From an optimization exercise on the open Yosys and OpenROAD flow, aimed at small area, a short achievable clock period and few clock cycles per item; shortcuts taken in it are not production practice.
At most, simulation tests tie the RTL to the original design; equivalence was not proved.
Power and IR drop assume default switching activity.

==> flow/design.v (excerpt) <==
module beacon_id_table_to_channel_mapper_unit (
  input  logic         clk,
  input  logic         rst_n,
  input  logic         in_valid,
  output logic         in_ready,
  input  logic [1:0]   in_opcode,
  input  logic [7:0]   in_payload_length,
  input  logic [15:0]  in_company_id,
  input  logic [63:0]  in_sensor_id,
  input  logic [7:0]   in_accel_x,
  input  logic [7:0]   in_accel_y,
  input  logic [7:0]   in_accel_z,
  output logic         out_valid,
  input  logic         out_ready,
  output logic [3:0]   out_status,
  output logic [3:0]   out_entry_index,
  output logic [6:0]   out_channel_base,
  output logic [7:0]   out_x_positive,
  output logic [7:0]   out_x_negative,
  output logic [7:0]   out_y_positive,
  output logic [7:0]   out_y_negative,
  output logic [7:0]   out_z_positive,
  output logic [7:0]   out_z_negative,
  output logic         out_send_request,
  output logic         out_all_known_seen,
  input  logic         cfg_we,
  input  logic         cfg_wdata
);
Size in the first run: ~4000 cells after synthesis, roughly 1400 flip-flops.
Settings: LEC_CHECK=0, CAP_MARGIN=20, CORE_MARGIN=2, CORE_UTILIZATION=40, CTS_BUF_LIST=sky130_fd_sc_hd__clkbuf_16, CTS_CLUSTER_DIAMETER=120, CTS_CLUSTER_SIZE=25, PLACE_DENSITY=0.8, SETUP_SLACK_MARGIN=2.5, SLEW_MARGIN=20; clock period 5.0 ns.
standard.sh (not shown) runs the stock make flow with config.mk's settings and CLKGATE_MAP_FILE= SYNTH_SCRIPT=/design/flow/synth_recipe.tcl, a recipe that flattens the netlist after the stock synthesis.
==> flow/flow/run.sh <==
#!/bin/bash
# The standard layout, except that the port buffers are buf_4 cells: left to itself
# buffer_ports picks a delay cell (clkdlybuf4s50_1) for every input and output port.
set -euo pipefail
export BUFFER_PORTS_ARGS="-buffer_cell sky130_fd_sc_hd__buf_4"
bash standard.sh > standard.log 2>&1
The first run ran to the end with no violations.
Next try:
--- a/flow/design.v
+++ b/flow/design.v
@@ -108,25 +108,22 @@
   input  logic         cfg_we,
   input  logic         cfg_wdata
 );
   localparam int N = 16;
   localparam int RW = 4 + 4 + 1 + 1 + 1 + 24;
   logic [63:0]   id_mem [N];
   logic [N-1:0]  km_r;       
   logic [N-1:0]  tm_r;       
   logic [N-1:0]  seen_r;
   logic [N-1:0]  ma_r;       
   logic [N-1:0]  mb_r;       
-  logic [N-1:0]  mak_r;      
-  logic          mbv_r;      
-  logic          mbk_r;      
   logic          out_en_r;
   logic          in_ready_r;
   logic          accept;
   assign in_ready = in_ready_r;
   assign accept   = in_valid && in_ready_r;
   logic          s2_v;
   logic [N-1:0]  s2_eq;
   logic          s2_eqp;
   logic [63:0]   s2_id;
   logic          s2_look, s2_short, s2_scan, s2_clear, s2_add;
   logic [23:0]   s2_acc;
@@ -144,51 +141,46 @@
     s2_clear <= (in_opcode == 2'd2);
     s2_add   <= (in_opcode == 2'd3);
     s2_acc   <= {in_accel_x, in_accel_y, in_accel_z};
   end
   logic          is_sight;
   logic [N-1:0]  match, pre_m, fm;
   logic [N-1:0]  oh_t, oh_k, we;
   logic          any, khit, full, kfull, hit;
   logic [N-1:0]  missing, low_m;
   logic          m_zero, m_one;
   assign is_sight = !s2_scan && !s2_clear && !s2_add;
-  logic [N-1:0]  fe;
-  logic          any_a, any_b;
   always_comb begin
     match = (ma_r & s2_eq) | (mb_r & {N{s2_eqp}});
     pre_m[0] = 1'b0;
     for (int i = 1; i < N; i++) begin
-      pre_m[i] = pre_m[i-1] | s2_eq[i-1];
+      pre_m[i] = pre_m[i-1] | match[i-1];
     end
-    fe    = s2_eq & ~pre_m;
-    any_a = |(s2_eq & ma_r);
-    any_b = mbv_r && s2_eqp;
-    fm    = any_a ? fe : (any_b ? mb_r : '0);
+    fm = match & ~pre_m;
     oh_t[0] = !tm_r[0];
     oh_k[0] = !km_r[0];
     for (int i = 1; i < N; i++) begin
       oh_t[i] = tm_r[i-1] && !tm_r[i];
       oh_k[i] = km_r[i-1] && !km_r[i];
     end
     missing = km_r & ~seen_r;
     low_m[0] = 1'b0;
     for (int i = 1; i < N; i++) begin
       low_m[i] = low_m[i-1] | missing[i-1];
     end
     low_m = ~low_m & ~missing;
     m_zero = (missing == '0);
     m_one  = ((missing & (missing - 1'b1)) == '0);
   end
-  assign any   = any_a || any_b;
-  assign khit  = |(s2_eq & mak_r) || (mbk_r && s2_eqp);
+  assign any   = |match;
+  assign khit  = |(match & km_r);
   assign full  = tm_r[N-1];
   assign kfull = km_r[N-1];
   assign hit   = s2_look && any;
   assign we    = (s2_v && s2_add) ? oh_k : oh_t;
   logic [3:0]    st_h, idx_h;
   logic [6:0]    base_h;
   logic          all_h;
   logic [RW-1:0] res;
   always_comb begin
     logic [N-1:0] sel;
     logic         all_hit;
@@ -216,56 +208,51 @@
         base_h = base_h | 7'(6 * i);
       end
     end
     all_hit = m_zero || (m_one && |(match & missing) && !(|(match & low_m)));
     if (is_sight) all_h = hit ? all_hit : m_zero;
     else if (s2_scan) all_h = !km_r[0];
     else if (s2_clear) all_h = 1'b1;
     else all_h = kfull && m_zero;
     res = {st_h, idx_h, s2_look && khit && out_en_r, all_h, hit, s2_acc};
   end
   always_ff @(posedge clk) begin
-    logic [N-1:0] tm_n, km_n;
+    logic [N-1:0] tm_n;
     tm_n = tm_r;
-    km_n = km_r;
     if (!rst_n) begin
-      km_n   = '0;
+      km_r   <= '0;
       tm_n   = '0;
       seen_r <= '0;
     end else if (s2_v) begin
       if (s2_look) begin
         if (any) begin
           seen_r <= seen_r | fm;
         end else if (!full) begin
           seen_r <= seen_r | oh_t;
           tm_n   = {tm_r[N-2:0], 1'b1};
         end
       end else if (s2_scan) begin
         seen_r <= seen_r & ~km_r;
       end else if (s2_clear) begin
-        km_n   = '0;
+        km_r   <= '0;
         tm_n   = '0;
         seen_r <= '0;
       end else if (s2_add && !kfull) begin
         seen_r <= seen_r & ~oh_k;
-        km_n   = {km_r[N-2:0], 1'b1};
+        km_r   <= {km_r[N-2:0], 1'b1};
         tm_n   = {km_r[N-2:0], 1'b1};
       end
     end
-    km_r  <= km_n;
-    tm_r  <= tm_n;
-    ma_r  <= tm_n & ~we;
-    mb_r  <= tm_n & we;
-    mak_r <= tm_n & ~we & km_n;
-    mbv_r <= |(tm_n & we);
-    mbk_r <= |(tm_n & we & km_n);
+    tm_r <= tm_n;
+    ma_r <= tm_n & ~we;
+    mb_r <= tm_n & we;
   end
   always_ff @(posedge clk) begin
     for (int i = 0; i < N; i++) begin
       if (we[i]) begin
         id_mem[i] <= s2_id;
       end
     end
   end
   logic          ov_r;
   logic [1:0]    skc_r, skc_nxt;
   logic [RW-1:0] sk0_r, sk1_r;
Outcome: The new run went through all stages and came out clean. Sequential share of layout area rose by 1.1 points. Utilization barely changes. Hold slack gets better by 0.010 ns. Combinational power rose by 21%. Maximum frequency rose by 10%. Setup slack gets better by 0.26 ns. Via count fell by 7.1%. Clock skew fell by 0.042 ns. Count of clock-buffer cells in the layout rose by 6. Power rose by 7.1%.
Testbench counts after the change, summed over its fixed seeds: cycles 4,816, items 4,800.
The RTL of the first run of this note was laid out without a check of its function.

-- separate check: timing with driven ports --
No port has a modelled driver above. Below, the same layouts with a new extraction and two added sets of constraints.
Step 1 (the two cells are an assumption about what drives the block):
set clk [get_ports {clk}]
set_driving_cell -lib_cell sky130_fd_sc_hd__clkbuf_16 $clk
set_driving_cell -lib_cell sky130_fd_sc_hd__buf_2 [delete_from_list [all_inputs] $clk]
Step 2 times the ports against the registers' clock, not the clock port: input delays grow and output delays shrink by t, the midpoint of the rising clock arrivals with the driver on.
a / b / c = ideal ports / drivers / drivers and shift; a / b = the first two.
run	t, ns	setup WS [ns]	hold slack, ns
the first run	0.803	2.156 / 2.156 / 1.569	0.385 / 0.344 / 0.497
the second run	0.768	2.419 / 2.419 / 1.719	0.396 / 0.352 / 0.436
After both steps every run listed still meets setup and hold. The setup slack of the second run, which loses most, moves by 0.000 ns with the drivers and by -0.700 ns with both steps.
